This design comes from an exercise in tuning for small area, a short achievable clock period and few clock cycles on the open sky130 flow, not from production work.
In this exercise RTL edits were held to simulation tests only and were not proved equivalent to the original.

==> design/flow/config.mk <==
export PLATFORM = sky130hd
export DESIGN_NAME = mdu_sequencer
export DESIGN_NICKNAME = mdu_sequencer
export VERILOG_FILES = /design/flow/design.v
export SDC_FILE = /design/flow/constraint.sdc
export NUM_CORES = 4
export LEC_CHECK = 0
export CAP_MARGIN = 20
export CORE_MARGIN = 2
export CORE_UTILIZATION = 40
export SLEW_MARGIN = 20
==> design/flow/run.sh <==
#!/bin/bash
# synth_recipe.tcl (not shown) runs the flow's synth.tcl, then flattens the netlist and writes it again
# the make line also repeats each setting of config.mk as NAME=value (left out here)
make -C /OpenROAD-flow-scripts/flow DESIGN_CONFIG=/design/flow/config.mk WORK_HOME=/design/flow/orfs CLKGATE_MAP_FILE= SYNTH_SCRIPT=/design/flow/synth_recipe.tcl finish
==> design/flow/constraint.sdc <==
create_clock -name core_clock -period 85.0 [get_ports {clk}]
set_input_delay 17.0000 -clock core_clock [delete_from_list [all_inputs] [get_ports {clk}]]
set_output_delay 17.0000 -clock core_clock [all_outputs]
set_load 0.01 [all_outputs]
==> design/flow/design.v <==
module mdu_sequencer #(
  parameter int unsigned MULT_CYCLES = 5,
  parameter int unsigned DIV_CYCLES  = 10
) (
  input  logic        clk,
  input  logic        reset,
  input  logic        start,
  input  logic [2:0]  mdu_op,
  input  logic [31:0] a,
  input  logic [31:0] b,
  input  logic        cancel,
  input  logic        d_is_md,
  output logic        busy,
  output logic        stall_md,
  output logic [31:0] hi,
  output logic [31:0] lo
);
  typedef enum logic [0:0] {StIdle, StRun} state_e;
  state_e      state_q, state_d;
  logic [3:0]  count_q, count_d;
  logic [1:0]  op_q, op_d;
  logic [31:0] a_q, a_d, b_q, b_d;
  logic [31:0] hi_q, hi_d, lo_q, lo_d;
  logic        cancel_w;
  assign cancel_w = cancel;
  logic        signed_op;
  logic [63:0] a_ext, b_ext, prod;
  logic        a_neg, b_neg;
  logic [31:0] dvd, dvs, dvs_safe, uquot, urem, quot, rem;
  assign signed_op = ~op_q[0];
  assign a_ext = signed_op ? {{32{a_q[31]}}, a_q} : {32'b0, a_q};
  assign b_ext = signed_op ? {{32{b_q[31]}}, b_q} : {32'b0, b_q};
  assign prod  = a_ext * b_ext;
  assign a_neg    = signed_op & a_q[31];
  assign b_neg    = signed_op & b_q[31];
  assign dvd      = a_neg ? -a_q : a_q;
  assign dvs      = b_neg ? -b_q : b_q;
  assign dvs_safe = (dvs == 32'd0) ? 32'd1 : dvs;
  assign uquot    = dvd / dvs_safe;
  assign urem     = dvd % dvs_safe;
  assign quot     = (a_neg ^ b_neg) ? -uquot : uquot;
  assign rem      = a_neg ? -urem : urem;
  always_comb begin
    state_d = state_q;
    count_d = count_q;
    op_d    = op_q;
    a_d     = a_q;
    b_d     = b_q;
    hi_d    = hi_q;
    lo_d    = lo_q;
    unique case (state_q)
      StIdle: begin
        if (start && !cancel_w) begin
          case (mdu_op)
            3'd0, 3'd1, 3'd2, 3'd3: begin
              op_d    = mdu_op[1:0];
              a_d     = a;
              b_d     = b;
              count_d = mdu_op[1] ? 4'(DIV_CYCLES) : 4'(MULT_CYCLES);
              state_d = StRun;
            end
            3'd4:    hi_d = a;
            3'd5:    lo_d = a;
            default: ;
          endcase
        end
      end
      StRun: begin
        if (cancel_w) begin
          state_d = StIdle;
          count_d = 4'd0;
        end else begin
          count_d = count_q - 4'd1;
          if (count_q == 4'd1) begin
            state_d = StIdle;
            if (!op_q[1]) begin
              hi_d = prod[63:32];
              lo_d = prod[31:0];
            end else if (b_q != 32'd0) begin
              hi_d = rem;
              lo_d = quot;
            end
          end
        end
      end
      default: state_d = StIdle;
    endcase
  end
  always_ff @(posedge clk or negedge reset) begin
    if (!reset) begin
      state_q <= StIdle;
      count_q <= 4'd0;
      op_q    <= 2'd0;
      a_q     <= 32'd0;
      b_q     <= 32'd0;
      hi_q    <= 32'd0;
      lo_q    <= 32'd0;
    end else begin
      state_q <= state_d;
      count_q <= count_d;
      op_q    <= op_d;
      a_q     <= a_d;
      b_q     <= b_d;
      hi_q    <= hi_d;
      lo_q    <= lo_d;
    end
  end
  assign busy     = (state_q == StRun);
  assign stall_md = d_is_md & (start | busy);
  assign hi       = hi_q;
  assign lo       = lo_q;
endmodule
==> run summary <==
[placed cells by master (no fill, tap or decap), types with 73 or more instances in the layout]
| cell type | netlist | routed |
|---|---|---|
| and2_1 | 389 | 387 |
| o21a_1 | 128 | 127 |
| a21o_1 | 257 | 256 |
| a31oi_1 | 107 | 103 |
| nand4_1 | 80 | 80 |
| nand3_1 | 165 | 163 |
| ha_1 | 802 | 801 |
| nor2_1 | 595 | 585 |
| o21ai_0 | 441 | 426 |
| xnor2_1 | 391 | 375 |
| inv_1 | 1506 | 1504 |
| fa_1 | 1442 | 1441 |
| nand2_1 | 1486 | 1483 |
| xor2_1 | 203 | 197 |
| dfrtp_1 | 135 | 104 |
| nor3_1 | 176 | 168 |
| buf_4 | 2 | 1008 |
| a211oi_1 | 79 | 73 |
| a21oi_1 | 558 | 545 |
| clkdlybuf4s50_1 | 0 | 136 |
| o21bai_1 | 77 | 77 |
| mux2_2 | 94 | 94 |
[repair_timing]
| action | 4_1_cts | 5_1_grt |
|---|---|---|
| endpoints found under the setup margin | 63 | 64 |
| cloned | 0 | 1 |
| pin swaps | 4 | 17 |
| gates resized for setup | 21 | 142 |
| buffers inserted | 7 | 28 |
[routing by layer]
layer,wire [µm],vias up
li1,-,37104
met1,174000,43322
met2,196000,4138
met3,30300,975
met4,30200,14
met5,85,-
[worst max-delay path: cells and delay by family, from the launching register on]
kind	cells	cell delay, ps
xor gates and xnor gates	3	760
DFF	1	430
buffers and inverters	52	9180
muxes	4	1050
and+or+nand+nor	105	20230
adders and majority gates	32	10350
AOI/OAI and AO/OA	178	38850
[flip-flops by register name, indices dropped and copies added (netlist names)]
register,count
lo_q,32
state_q,1
hi_q,32
b_q,32
op_q,2
count_q,4
a_q,32
[kinds of logic (layout without fill, tap and decap cells)]
family,Yosys count,after routing
simple gates,3392,3392
compound gates,2252,2253
fa+ha+maj,2244,2244
buf+inv,1999,2708
xor+xnor,594,594
mux,150,150
flops,135,135
other cells,0,19
[area by class of cell]
class | instances | area [µm²] | area share [%]
Tap cell | 2854 | 3570 | 3.56
Sequential cell | 135 | 3430 | 3.41
Multi-Input combinational cell | 8633 | 77800 | 77.5
Clock inverter | 13 | 143 | 0.142
Timing Repair Buffer | 1165 | 9290 | 9.26
Clock buffer | 19 | 453 | 0.451
Inverter | 1511 | 5680 | 5.65
Antenna cell | 19 | 47.5 | 0.0474
[worst paths after layout]
| path | endpoint | slack, ps |
|---|---|---|
| setup / recovery | lo_q[18] | 3600 |
| min in group asynchronous | lo_q[8] | 16400 |
| hold / removal | lo_q[12] | 480 |
| setup reg to reg | lo_q[18] | 3600 |
| hold reg to reg | lo_q[12] | 480 |
| max in group asynchronous | state_q | 66240 |
[per-stage QoR]
stage          util (%)  instance area (µm²)  hold slack [ps]  TNS [ps]
6_report           46.2               100000              483         0
3_5_place_dp       45.4                98700              470    -54970
5_1_grt            46.2               100000              512      -504
3_3_place_gp       45.4                98700              464    -68160
2_1_floorplan         -                87600              505         0
4_1_cts            45.7                99400              484         0
==> results.sh <==
export IMPL_status="complete, no violations"
export IMPL_htreeDepth=4
export IMPL_clk_latency_ps=510
export IMPL_cts_max_path_buffers=2
export IMPL_drc_errors=0
export IMPL_via_count=85553
export IMPL_endpoint_kind="flop"
export IMPL_path_max_fanout=25
export IMPL_synth_top_family_by_area="adder cells"
export IMPL_synth_compound_area_share_pct=17.1
export IMPL_ant_nets=0
export IMPL_path_clk_slew_ps=90
export IMPL_ys_ff_latch=135
export IMPL_start_util_pct=40.3
export IMPL_dieArea_um2=223000
export IMPL_setup_ws_ps=3600
export IMPL_die_h_um=472
export IMPL_row_count=171
export IMPL_cts_tree="built"
export IMPL_worstPathRequired_ps=85350
export IMPL_avgSynthCellArea_um2=8.14
export IMPL_globalRouteOverflowTotal=0
export IMPL_grt_met2_usage_pct=62.1
export IMPL_yosys_area_top_type_share_pct=32.9
export IMPL_wire_per_inst_um=30.0
export IMPL_syn_to_final_growth_pct=14.5
export IMPL_worstPathArrival_ps=81750
export IMPL_tightest_slew_ps=1170
export IMPL_yosys_area_top_type="fa_1"
export IMPL_dp_cells=14262
export IMPL_n_fill_cell=21741
export IMPL_clock_sinks=135
export IMPL_drt_iter0_markers=8065
export IMPL_ys_top_cells_by_count="1,506 x inv_1, 1,486 x nand2_1, 1,442 x fa_1, 802 x ha_1, 595 x nor2_1"
export IMPL_synth_area_leaders="fa_1 33%, ha_1 11%, inv_1 6.5%, nand2_1 6.4%, xnor2_1 3.9%"
export IMPL_hold_violations=0
export IMPL_cts_root_buffer_cell="clkbuf_16"
export IMPL_yosysMostFrequentCell="inv_1"
export IMPL_rr_worst_depth=374
export IMPL_grtUsageMet1_pct=49.4
export IMPL_synth_area_mux_share_pct=1.85
export IMPL_final_layout_size_suffix_gt1_share_pct=13.1
export IMPL_synth_seq_area_share_pct=3.85
export IMPL_hold_class="flop to flop"
export IMPL_fmax_mhz=12.3
export IMPL_core_um2=217000
export IMPL_slew_violations=0
export IMPL_grtUsageTotal_pct=38.4
export IMPL_grt_max_degree=65
export IMPL_place_congestion=1.05
export IMPL_fin_crit_ps=81400
export IMPL_synth_distinct_cells=130
export IMPL_grt_antenna_before_repair=36
export IMPL_grt_pass1_wl_um=624000
export IMPL_synth_cells=10766
export IMPL_layout_nets=13779
export IMPL_reg2reg_from="b_q[7]"
export IMPL_max_stage_delay_ps=720
export IMPL_yosys_area_share_simple_pct=18.2
export IMPL_fin_cells=14349
export IMPL_startpoint_type="flop"
export IMPL_numCtsBuffers=17
export IMPL_crit_top_cell="buf_4"
export IMPL_route_detailed_vias_per_inst=5.96
export IMPL_die_w_um=472
export IMPL_setup_violations=0
export IMPL_synth_edf_count=0
export IMPL_critical_path_class="flop to flop"
export IMPL_wl_um=430000
export IMPL_place_ws_ps=-1880
export IMPL_cap_viol_max_count=0
export IMPL_cpMaxStageDelayCell="a211oi_1"
export IMPL_fin_worst_skew_ps=29.8
export IMPL_cts_hold_buf=0
export IMPL_yosys_warnings=1
export IMPL_hold_path_depth=2
export IMPL_period_share_pct=95.8
export IMPL_synthAdderAreaFrac_pct=44.4
export IMPL_dp_hpwl_um=351000
export IMPL_hold_path_startpoint="lo_q[12]"
export IMPL_syn_area_um2=87600
export IMPL_grt_pass1_vias=88161
export IMPL_syn_num_nets=13082
export IMPL_port_buffers=137
export IMPL_ios=138
export IMPL_relSlewSlack_pct=21.8
export IMPL_setup_worst_path_start="b_q[7]"
export IMPL_synth_main_ff_cell="dfrtp_1"
export IMPL_synth_xor_area_share_pct=5.94
export IMPL_async_flop_share_pct=100
export IMPL_use_met3_pct=4.99
export IMPL_dr_pass1_iters=6
export IMPL_grt_busiest_layer="met2"
Testbench counts, summed over its fixed seeds: cycles 285,908.

-- static timing again, ports no longer ideal --
How much do the figures lean on ideal ports? The routed layout below was timed once more, with nothing changed but the port constraints.
Step 1 (the two cells are an assumption about what drives the block):
set clk [get_ports {clk}]
set_driving_cell -lib_cell sky130_fd_sc_hd__clkbuf_16 $clk
set_driving_cell -lib_cell sky130_fd_sc_hd__buf_2 [delete_from_list [all_inputs] $clk]
Step 2, shift: input delay + t, output delay - t, t = (earliest + latest rising clock arrival at the registers) / 2. This alone moves slack from input paths to output paths.
a / b / c = ideal / step 1 / step 2; a / b = the first two.
shift t [ns]: 0.574
slack for setup (ns): 3.601 / 3.601 / 3.601
pins driven straight from the clock port: 1
After both steps this run still meets setup and hold. For this run, drivers alone change the setup slack by 0.000 ns; drivers and shift together by 0.000 ns.
